From an optimization exercise on the open Yosys and OpenROAD flow, aimed at small area, a short achievable clock period and few clock cycles; shortcuts taken in it are not production practice.
In this exercise RTL edits were held to simulation tests only and were not proved equivalent to the original.

<file path="flow/design.v">
`default_nettype none
package isaPkg;
	typedef enum logic [3:0] {
		COND_EQ = 4'b0000,
		COND_NE = 4'b0001,
		COND_CS = 4'b0010,
		COND_CC = 4'b0011,
		COND_MI = 4'b0100,
		COND_PL = 4'b0101,
		COND_VS = 4'b0110,
		COND_VC = 4'b0111,
		COND_HI = 4'b1000,
		COND_LS = 4'b1001,
		COND_GE = 4'b1010,
		COND_LT = 4'b1011,
		COND_GT = 4'b1100,
		COND_LE = 4'b1101,
		COND_AL = 4'b1110
	} condCode_t;
	typedef enum logic [1:0] {
		OP_DP     = 2'b00,
		OP_MEM    = 2'b01,
		OP_BRANCH = 2'b10
	} opClass_t;
	typedef enum logic [3:0] {
		FN_AND = 4'b0000,
		FN_EOR = 4'b0001,
		FN_SUB = 4'b0010,
		FN_ADD = 4'b0100,
		FN_ORR = 4'b1100
	} dpFunct_t;
	typedef enum logic [2:0] {
		ALU_ADD = 3'b000,
		ALU_SUB = 3'b001,
		ALU_AND = 3'b010,
		ALU_ORR = 3'b011,
		ALU_EOR = 3'b100,
		ALU_MUL = 3'b101
	} aluOp_t;
	typedef struct packed {
		logic n;
		logic z;
		logic c;
		logic v;
	} aluFlags_t;
endpackage
`default_nettype wire
`default_nettype none
package ctrlPkg;
	typedef enum logic [3:0] {
		FETCH    = 4'd0,
		DECODE   = 4'd1,
		MEMADR   = 4'd2,
		MEMRD    = 4'd3,
		MEMWB    = 4'd4,
		MEMWR    = 4'd5,
		EXECUTER = 4'd6,
		EXECUTEI = 4'd7,
		ALUWB    = 4'd8,
		BRANCH   = 4'd9
	} cpuState_t;
	typedef enum logic [1:0] {
		SRCB_REG  = 2'b00,
		SRCB_IMM  = 2'b01,
		SRCB_STEP = 2'b10
	} srcBSel_t;
	typedef enum logic [1:0] {
		RES_ALUOUT = 2'b00,
		RES_DATA   = 2'b01,
		RES_ALU    = 2'b10
	} resultSel_t;
	typedef enum logic [1:0] {
		IMM_8      = 2'b00,
		IMM_12     = 2'b01,
		IMM_BRANCH = 2'b10
	} immSel_t;
endpackage
`default_nettype wire
`default_nettype none
module registerFile (
	input  logic                       clk,
	input  logic                       writeEn,
	input  logic [4-1:0] readAddr1,
	input  logic [4-1:0] readAddr2,
	input  logic [4-1:0] writeAddr,
	input  logic [32-1:0]       writeData,
	input  logic [32-1:0]       pcValue,
	output logic [32-1:0]       readData1,
	output logic [32-1:0]       readData2
);
	logic [32-1:0] regs [0:15-1];
	always_ff @(posedge clk) begin
		if (writeEn)
			regs[writeAddr] <= writeData;
	end
	assign readData1 = (readAddr1 == 4'(15)) ? pcValue : regs[readAddr1];
	assign readData2 = (readAddr2 == 4'(15)) ? pcValue : regs[readAddr2];
endmodule
`default_nettype wire
`default_nettype none
import isaPkg::*;
module aluUnit (
	input  logic [32-1:0] srcA,
	input  logic [32-1:0] srcB,
	input  isaPkg::aluOp_t       aluOp,
	output logic [32-1:0] aluResult,
	output isaPkg::aluFlags_t    aluFlags
);
	logic                 subtract, arith;
	logic [32-1:0] bInv;
	logic [32:0]   sum;
	assign subtract = (aluOp == ALU_SUB);
	assign arith    = (aluOp == ALU_ADD) || subtract;
	assign bInv = subtract ? ~srcB : srcB;
	assign sum  = {1'b0, srcA} + {1'b0, bInv} + {{32{1'b0}}, subtract};
	always_comb begin
		case (aluOp)
			ALU_AND: aluResult = srcA & srcB;
			ALU_ORR: aluResult = srcA | srcB;
			ALU_EOR: aluResult = srcA ^ srcB;
			ALU_MUL: aluResult = srcA * srcB;   
			default: aluResult = sum[32-1:0];
		endcase
	end
	assign aluFlags.n = aluResult[32-1];
	assign aluFlags.z = (aluResult == '0);
	assign aluFlags.c = arith && sum[32];
	assign aluFlags.v = arith && !(srcA[32-1] ^ srcB[32-1] ^ subtract)
		&& (srcA[32-1] ^ sum[32-1]);
endmodule
`default_nettype wire
`default_nettype none
import ctrlPkg::*;
module operandPath (
	input  logic                 clk,
	input  logic                 reset,
	input  logic [32-1:0] readData,
	input  logic [32-1:0] result,
	input  logic                 irWrite,
	input  logic                 regWrite,
	input  logic                 ra1Pc,
	input  logic                 ra2Rd,
	input  logic                 mulRegs,
	input  ctrlPkg::immSel_t     immSel,
	input  logic                 srcASel,
	input  ctrlPkg::srcBSel_t    srcBSel,
	input  logic [32-1:0] pcValue,
	output logic [32-1:0] instr,
	output logic [32-1:0] srcA,
	output logic [32-1:0] srcB,
	output logic [32-1:0] writeData
);
	logic [4-1:0] ra1, ra2, wa;
	logic [32-1:0]       rd1, rd2, opA, opB, extImm;
	always_ff @(posedge clk or posedge reset) begin
		if (reset)
			instr <= '0;
		else if (irWrite)
			instr <= readData;
	end
	assign ra1 = ra1Pc ? 4'(15) : (mulRegs ? instr[3:0] : instr[19:16]);
	assign ra2 = ra2Rd ? instr[15:12] : (mulRegs ? instr[11:8] : instr[3:0]);
	assign wa  = mulRegs ? instr[19:16] : instr[15:12];
	registerFile regs (
		.clk       (clk),
		.writeEn   (regWrite),
		.readAddr1 (ra1),
		.readAddr2 (ra2),
		.writeAddr (wa),
		.writeData (result),
		.pcValue   (result),
		.readData1 (rd1),
		.readData2 (rd2)
	);
	always_ff @(posedge clk) begin
		opA <= rd1;
		opB <= rd2;
	end
	always_comb begin
		case (immSel)
			IMM_8:      extImm = {{(32 - 8){1'b0}}, instr[7:0]};
			IMM_12:     extImm = {{(32 - 12){1'b0}}, instr[11:0]};
			IMM_BRANCH: extImm = {{(32 - 26){instr[23]}}, instr[23:0], 2'b00};
			default:    extImm = '0;
		endcase
	end
	assign srcA = srcASel ? pcValue : opA;
	always_comb begin
		case (srcBSel)
			SRCB_IMM:  srcB = extImm;
			SRCB_STEP: srcB = 32'(4);
			default:   srcB = opB;
		endcase
	end
	assign writeData = opB;
endmodule
`default_nettype wire
`default_nettype none
import ctrlPkg::*;
module resultPath (
	input  logic                 clk,
	input  logic                 reset,
	input  logic [32-1:0] readData,
	input  logic [32-1:0] aluResult,
	input  logic                 pcWrite,
	input  logic                 adrSrc,
	input  ctrlPkg::resultSel_t  resultSel,
	output logic [32-1:0] result,
	output logic [32-1:0] pcValue,
	output logic [32-1:0] adr
);
	logic [32-1:0] aluOut, loadData;
	always_ff @(posedge clk or posedge reset) begin
		if (reset)
			pcValue <= '0;
		else if (pcWrite)
			pcValue <= result;
	end
	always_ff @(posedge clk) begin
		aluOut   <= aluResult;
		loadData <= readData;
	end
	always_comb begin
		case (resultSel)
			RES_DATA: result = loadData;
			RES_ALU:  result = aluResult;
			default:  result = aluOut;
		endcase
	end
	assign adr = adrSrc ? result : pcValue;
endmodule
`default_nettype wire
`default_nettype none
import isaPkg::*;
import ctrlPkg::*;
module controlUnit (
	input  logic                 clk,
	input  logic                 reset,
	input  logic [32-1:0] instr,
	input  isaPkg::aluFlags_t    aluFlags,
	output logic                 pcWrite,
	output logic                 memWrite,
	output logic                 regWrite,
	output logic                 irWrite,
	output logic                 adrSrc,
	output logic                 srcASel,
	output ctrlPkg::srcBSel_t    srcBSel,
	output ctrlPkg::resultSel_t  resultSel,
	output ctrlPkg::immSel_t     immSel,
	output logic                 ra1Pc,
	output logic                 ra2Rd,
	output logic                 mulRegs,
	output isaPkg::aluOp_t       aluOp
);
	ctrlPkg::cpuState_t state, nextState;
	isaPkg::aluFlags_t flags;
	isaPkg::opClass_t  opClass;
	isaPkg::dpFunct_t  funct;
	isaPkg::condCode_t cond;
	logic      isMul, isArith, immOp, isLoad, sBit;
	logic      condEx, condPass, ge;
	logic      nextPc, regW, memW, branch, aluDec;
	logic      destIsPc, pcRedirect;
	logic      flagWriteNZ, flagWriteCV;
	assign opClass = isaPkg::opClass_t'(instr[27:26]);
	assign funct   = isaPkg::dpFunct_t'(instr[24:21]);
	assign cond    = isaPkg::condCode_t'(instr[31:28]);
	assign immOp   = instr[25];
	assign isLoad  = instr[20];
	assign sBit    = instr[20];
	assign isMul   = (instr[27:22] == 6'b000000) && (instr[7:4] == 4'b1001);
	assign isArith = !isMul && (funct == FN_ADD || funct == FN_SUB);
	always_ff @(posedge clk or posedge reset) begin
		if (reset)
			state <= FETCH;
		else
			state <= nextState;
	end
	always_comb begin
		nextState = FETCH;
		case (state)
			FETCH: nextState = DECODE;
			DECODE: begin
				case (opClass)
					OP_DP:     nextState = immOp ? EXECUTEI : EXECUTER;
					OP_MEM:    nextState = MEMADR;
					OP_BRANCH: nextState = BRANCH;
					default:   nextState = FETCH;
				endcase
			end
			MEMADR:   nextState = isLoad ? MEMRD : MEMWR;
			MEMRD:    nextState = MEMWB;
			EXECUTER: nextState = ALUWB;
			EXECUTEI: nextState = ALUWB;
			default:  nextState = FETCH;
		endcase
	end
	always_comb begin
		irWrite   = 1'b0;
		adrSrc    = 1'b0;
		srcASel   = 1'b0;
		srcBSel   = SRCB_REG;
		resultSel = RES_ALUOUT;
		nextPc    = 1'b0;
		regW      = 1'b0;
		memW      = 1'b0;
		branch    = 1'b0;
		aluDec    = 1'b0;
		case (state)
			FETCH: begin
				irWrite   = 1'b1;
				srcASel   = 1'b1;
				srcBSel   = SRCB_STEP;
				resultSel = RES_ALU;
				nextPc    = 1'b1;
			end
			DECODE: begin
				srcASel   = 1'b1;
				srcBSel   = SRCB_STEP;
				resultSel = RES_ALU;
			end
			MEMADR: srcBSel = SRCB_IMM;
			MEMRD:  adrSrc = 1'b1;
			MEMWB: begin
				resultSel = RES_DATA;
				regW      = 1'b1;
			end
			MEMWR: begin
				adrSrc = 1'b1;
				memW   = 1'b1;
			end
			EXECUTER: aluDec = 1'b1;
			EXECUTEI: begin
				srcBSel = SRCB_IMM;
				aluDec  = 1'b1;
			end
			ALUWB: regW = 1'b1;
			BRANCH: begin
				srcBSel   = SRCB_IMM;
				resultSel = RES_ALU;
				branch    = 1'b1;
			end
			default: ;
		endcase
	end
	always_comb begin
		aluOp = ALU_ADD;
		if (aluDec) begin
			if (isMul)
				aluOp = ALU_MUL;
			else begin
				case (funct)
					FN_SUB:  aluOp = ALU_SUB;
					FN_AND:  aluOp = ALU_AND;
					FN_ORR:  aluOp = ALU_ORR;
					FN_EOR:  aluOp = ALU_EOR;
					default: aluOp = ALU_ADD;
				endcase
			end
		end
	end
	assign ra1Pc   = (opClass == OP_BRANCH);
	assign ra2Rd   = (opClass == OP_MEM);
	assign mulRegs = isMul;
	assign immSel  = (opClass == OP_MEM) ? IMM_12 : (opClass == OP_BRANCH) ? IMM_BRANCH : IMM_8;
	assign ge = (flags.n == flags.v);
	always_comb begin
		case (cond)
			COND_EQ: condEx = flags.z;
			COND_NE: condEx = !flags.z;
			COND_CS: condEx = flags.c;
			COND_CC: condEx = !flags.c;
			COND_MI: condEx = flags.n;
			COND_PL: condEx = !flags.n;
			COND_VS: condEx = flags.v;
			COND_VC: condEx = !flags.v;
			COND_HI: condEx = flags.c && !flags.z;
			COND_LS: condEx = !(flags.c && !flags.z);
			COND_GE: condEx = ge;
			COND_LT: condEx = !ge;
			COND_GT: condEx = !flags.z && ge;
			COND_LE: condEx = !(!flags.z && ge);
			COND_AL: condEx = 1'b1;
			default: condEx = 1'b0;
		endcase
	end
	always_ff @(posedge clk or posedge reset) begin
		if (reset)
			condPass <= 1'b0;
		else if (state == DECODE)
			condPass <= condEx;
	end
	assign flagWriteNZ = aluDec && sBit && condPass;
	assign flagWriteCV = flagWriteNZ && isArith;
	always_ff @(posedge clk or posedge reset) begin
		if (reset)
			flags <= '0;
		else begin
			if (flagWriteNZ) begin
				flags.n <= aluFlags.n;
				flags.z <= aluFlags.z;
			end
			if (flagWriteCV) begin
				flags.c <= aluFlags.c;
				flags.v <= aluFlags.v;
			end
		end
	end
	assign destIsPc   = (isMul ? instr[19:16] : instr[15:12]) == 4'(15);
	assign pcRedirect = (regW && destIsPc) || branch;
	assign pcWrite  = nextPc || (pcRedirect && condPass);
	assign regWrite = regW && condPass && !destIsPc;
	assign memWrite = memW && condPass;
endmodule
`default_nettype wire
`default_nettype none
import isaPkg::*;
import ctrlPkg::*;
module armCore (
	input  logic                 clk,
	input  logic                 reset,
	input  logic [32-1:0] readData,
	output logic                 memWrite,
	output logic [32-1:0] adr,
	output logic [32-1:0] writeData
);
	logic [32-1:0] instr, srcA, srcB, aluResult, result, pcValue;
	isaPkg::aluFlags_t  aluFlags;
	isaPkg::aluOp_t     aluOp;
	ctrlPkg::srcBSel_t   srcBSel;
	ctrlPkg::resultSel_t resultSel;
	ctrlPkg::immSel_t    immSel;
	logic       pcWrite, regWrite, irWrite, adrSrc, srcASel;
	logic       ra1Pc, ra2Rd, mulRegs;
	controlUnit ctrl (.*);
	operandPath operands (.*);
	aluUnit alu (.*);
	resultPath results (.*);
endmodule
`default_nettype wire
</file>
<file path="flow/run.sh">
#!/bin/bash
# synth_recipe.tcl (not shown) runs the flow's synth.tcl, then flattens the netlist and writes it again
# the make line also repeats each setting of config.mk as NAME=value (left out here)
make -C /OpenROAD-flow-scripts/flow DESIGN_CONFIG=/design/flow/config.mk WORK_HOME=/design/flow/orfs CLKGATE_MAP_FILE= SYNTH_SCRIPT=/design/flow/synth_recipe.tcl finish
</file>
<file path="flow/config.mk">
export PLATFORM = sky130hd
export DESIGN_NAME = armCore
export DESIGN_NICKNAME = armCore
export VERILOG_FILES = /design/flow/design.v
export SDC_FILE = /design/flow/constraint.sdc
export NUM_CORES = 4
export LEC_CHECK = 0
export CAP_MARGIN = 20
export CORE_MARGIN = 2
export CORE_UTILIZATION = 40
export SLEW_MARGIN = 20
</file>
<file path="flow/constraint.sdc">
create_clock -name core_clock -period 14.0 [get_ports {clk}]
set_input_delay 2.8000 -clock core_clock [delete_from_list [all_inputs] [get_ports {clk}]]
set_output_delay 2.8000 -clock core_clock [all_outputs]
set_load 0.01 [all_outputs]
</file>
==> run summary <==
Max Fanout on Critical Path 19; syn_area_per_cell 10.26 um^2; Post-synth top cells nand2_1, nor2_1, edfxtp_1, inv_1, fa_1; Synth area leader edfxtp_1; post-route minimum period 13.68 ns; area of the core 125100 um^2; buffers added on ports 98; met3 wire len 19280 um; Synth Instances 4895; Area contributors post-synth edfxtp_1, fa_1, nand2_1; Tcrit/Tclk final 0.9774; outcome timing/DRC/antenna clean; H-Tree Depth 3; Worst Hold Depth 1; design area 56460 um^2; cts hold-fix bufs 0; Mapped Area 50240 um^2; reg2reg end ctrl.flags[2]$_DFFE_PP0P_; Final Hold Viols 0; count leader, synth nand2_1; # rows 130; Max Freq 73.08 MHz; Post-DP HPWL 130000 um; via total after detailed routing 39700; DR DRC count 0; top_reg_cell synth edfxtp_1; final setup fails 0; Hold Path End results.pcValue[12]$_DFFE_PP0P_; Metal-1 WL 73670 um; Fill cells 11760; post-synthesis sequential area ratio 0.3743; Critical Path Source Type register; Critical Path AT 10.88 ns; GRT overflow 0; Placed Area 53720 um^2; first drt pass iteration count 9; Final Util 0.4514; Die Wd 358.4 um; fraction of registers with async set/reset 0.1072; yosys warns 5; Seq cells post-synth 681; routability cong. 1.028; worst clock skew 0.02787 ns; Area Overhead vs Synth 12.38%; peak per-stage delay on the critical path 0.63 ns; DR WL/cell 27.92 um; antenna-violating nets left 0; antenna violations before repair 8; Crit Path Class reg -> out; vias per inst 5.945; Synth cell types 89; Starting DRT DRC Count 4574; Net Count, Synth 5566; Worst Tran Pin Value 1.175 ns; setup slack, reg-to-reg 3.43 ns; root buf cell clkbuf_16; die area 128500 um^2; TritonCTS clock tree done; Rel. slew slack 0.2168; first-pass GRT wire length 269600 um; total CTS buffers 75; maximum buffer depth of the clock tree 3; HP Start results.pcValue[12]$_DFFE_PP0P_; nets 5633; CP Capture Type output port; share of the synthesized area in the top cell type 0.2869; Tot GR Track Use 0.2889; Sink Count 681; crit path max-delay cell type inv_1; Skew-Pair Late Insertion Delay 0.63 ns; largest net degree at the start of global routing 168; clock slew at reported path FFs 0.07 ns; io pins 99; hold crit path type reg -> reg; Worst R2R Path Depth 30; fraction of layout cells with a size suffix above 1 0.1210; Initial Utilization 0.4017; DIE HEIGHT 358.4 um; total wire length 186400 um; via count of the first global-routing pass 39100; Max Slew Vio Count 0; highest metal used met4; met2 WL 84520 um; most frequent CP cell fa_1; number of flops mapped to enable cells by yosys 480; number of max-cap violations 0; Reg-to-Reg Start ctrl.state[3]$_DFF_PP0_; Required @ worst endpoint 11.20 ns
## kinds of logic (layout without fill, tap and decap cells)
group,Yosys count,after routing,synth area share
mux,293,293,0.08565
flops,681,681,0.3743
simple gates,1663,1663,0.1382
xor+xnor,127,127,0.02488
other cells,0,3,0
fa+ha+maj,637,637,0.2198
buf+inv,773,903,0.05907
compound gates,721,721,0.09815
## area by class of cell
type | instances | area, um^2 | area share
antenna | 3 | 7.507 | 0.0001330
clock buffer | 99 | 2079 | 0.03683
clock inverter | 41 | 411.6 | 0.007291
inverter | 476 | 1807 | 0.03200
multi-input combinational | 3441 | 28830 | 0.5106
sequential | 681 | 18800 | 0.3331
tap | 1650 | 2064 | 0.03657
timing repair buffer | 287 | 2457 | 0.04352
## metrics by stage
stage                     hold WS, ns  cells  setup TNS (ns)  worst slack, ns
after floorplan                0.4763   4895               0           0.6426
after global placement         0.5044   6521        -0.02915         -0.02915
after detailed placement       0.5159   6522        -0.05399         -0.05399
after CTS                      0.5296   6667               0          0.04312
after global routing           0.5407   6675        -0.04921         -0.03802
final                          0.5283   6678               0           0.3157
## critical path: cells and delay by family (launching register included)
family,cells,cell delay (ns)
multiplexers,2,0.70
AO/OA/AOI/OAI,7,1.54
AND/OR/NAND/NOR,4,1.02
buffers and inverters,8,2.40
flip-flops,1,0.43
adder cells (fa/ha/maj),9,4.09
## per-layer routing
| layer | GRT usage | vias to the layer above |
|---|---|---|
| met1 | 0.3886 | 20090 |
| li1 | - | 16950 |
| met2 | 0.4548 | 2237 |
| met4 | 0.1245 | 0 |
| met5 | 0 | - |
| met3 | 0.05680 | 425 |
## placed cells by master, fill, tap and decap left out, types with 11 or more instances in the layout
| cell | Yosys | final |
|---|---|---|
| a21oi_1 | 139 | 137 |
| nor2b_1 | 16 | 13 |
| clkdlybuf4s50_1 | 0 | 98 |
| o21a_1 | 15 | 15 |
| mux4_2 | 98 | 98 |
| clkinv_2 | 0 | 15 |
| edfxtp_1 | 480 | 480 |
| nand3_1 | 118 | 117 |
| nor2_1 | 528 | 510 |
| a21o_1 | 31 | 31 |
| nand2b_1 | 13 | 11 |
| clkbuf_16 | 0 | 77 |
| inv_1 | 455 | 450 |
| xnor2_1 | 93 | 93 |
| nand2_1 | 819 | 819 |
| a22oi_1 | 52 | 49 |
| and3_1 | 68 | 66 |
| o31ai_1 | 27 | 24 |
| a311oi_1 | 88 | 88 |
| o21ai_1 | 7 | 27 |
| mux2_2 | 115 | 115 |
| fa_1 | 409 | 409 |
| mux2i_1 | 80 | 79 |
| ha_1 | 228 | 225 |
| a31oi_1 | 37 | 37 |
| o21ai_0 | 151 | 123 |
| nor2_4 | 0 | 16 |
| xor2_1 | 24 | 24 |
| clkinv_1 | 16 | 26 |
| nor3_1 | 31 | 30 |
| buf_4 | 5 | 183 |
| a211oi_1 | 44 | 43 |
| a221oi_1 | 21 | 21 |
| dfxtp_1 | 128 | 128 |
| clkbuf_1 | 209 | 15 |
| dfrtp_1 | 73 | 72 |
| a22o_1 | 13 | 13 |
## worst max path at each step
stage	startpoint	to	slack [ns]	depth (start not counted)
5_1_grt	ctrl.state[3]$_DFF_PP0_	adr[20]	-0.04	30
6_report	ctrl.state[3]$_DFF_PP0_	adr[20]	0.32	30
3_5_place_dp	ctrl.state[0]$_DFF_PP0_	adr[28]	-0.05	35
2_1_floorplan	ctrl.state[1]$_DFF_PP0_	adr[30]	0.64	40
3_3_place_gp	ctrl.state[0]$_DFF_PP0_	adr[28]	-0.03	35
4_1_cts	ctrl.state[0]$_DFF_PP0_	adr[31]	0.04	35
## sequential cells by signal (all words and copies together) (netlist names)
| register | cells |
|---|---|
| results.pcValue | 32 |
| results.loadData | 32 |
| operands.opA | 32 |
| ctrl.state | 4 |
| ctrl.condPass | 1 |
| operands.regs.regs | 480 |
| results.aluOut | 32 |
| operands.opB | 32 |
| ctrl.flags | 4 |
| operands.instr | 32 |
## timing repair
action,in CTS,in global routing
gates resized for setup,8,25
endpoints found under the setup margin,10,16
endpoints found under the hold margin,0,0
gates cloned,0,0
buffers inserted,5,8
pin swaps,1,5
Testbench counts, summed over its fixed seeds: cycles 64,334.

port drivers added, routing unchanged:
The results above use ideal ports. As a check the final layout listed here was re-extracted and re-timed, cells and wires unchanged. Step 1: set_driving_cell puts a clkbuf_16 on clk and a buf_2 on each other input, an assumption about the parent block. Step 2 adds t to the input delays and takes it off the output delays; t is the mean of the earliest and latest rising clock arrival at the registers after step 1. Input paths then give back, and output paths get back, about the clock's delay inside the block. Slacks: ideal ports / drivers / drivers and shift; pairs: ideal ports / drivers.
t, ns: 0.681
setup WS [ns]: 0.316 / 0.253 / 0.935
hold WS [ns]: 0.528 / 0.528 / 0.528
worst setup path at the end: register to output
cell pins on the clock port's net: 1
After both steps setup and hold are still met in this run. The setup slack of this run moves by -0.063 ns with the drivers and by +0.619 ns with both steps.
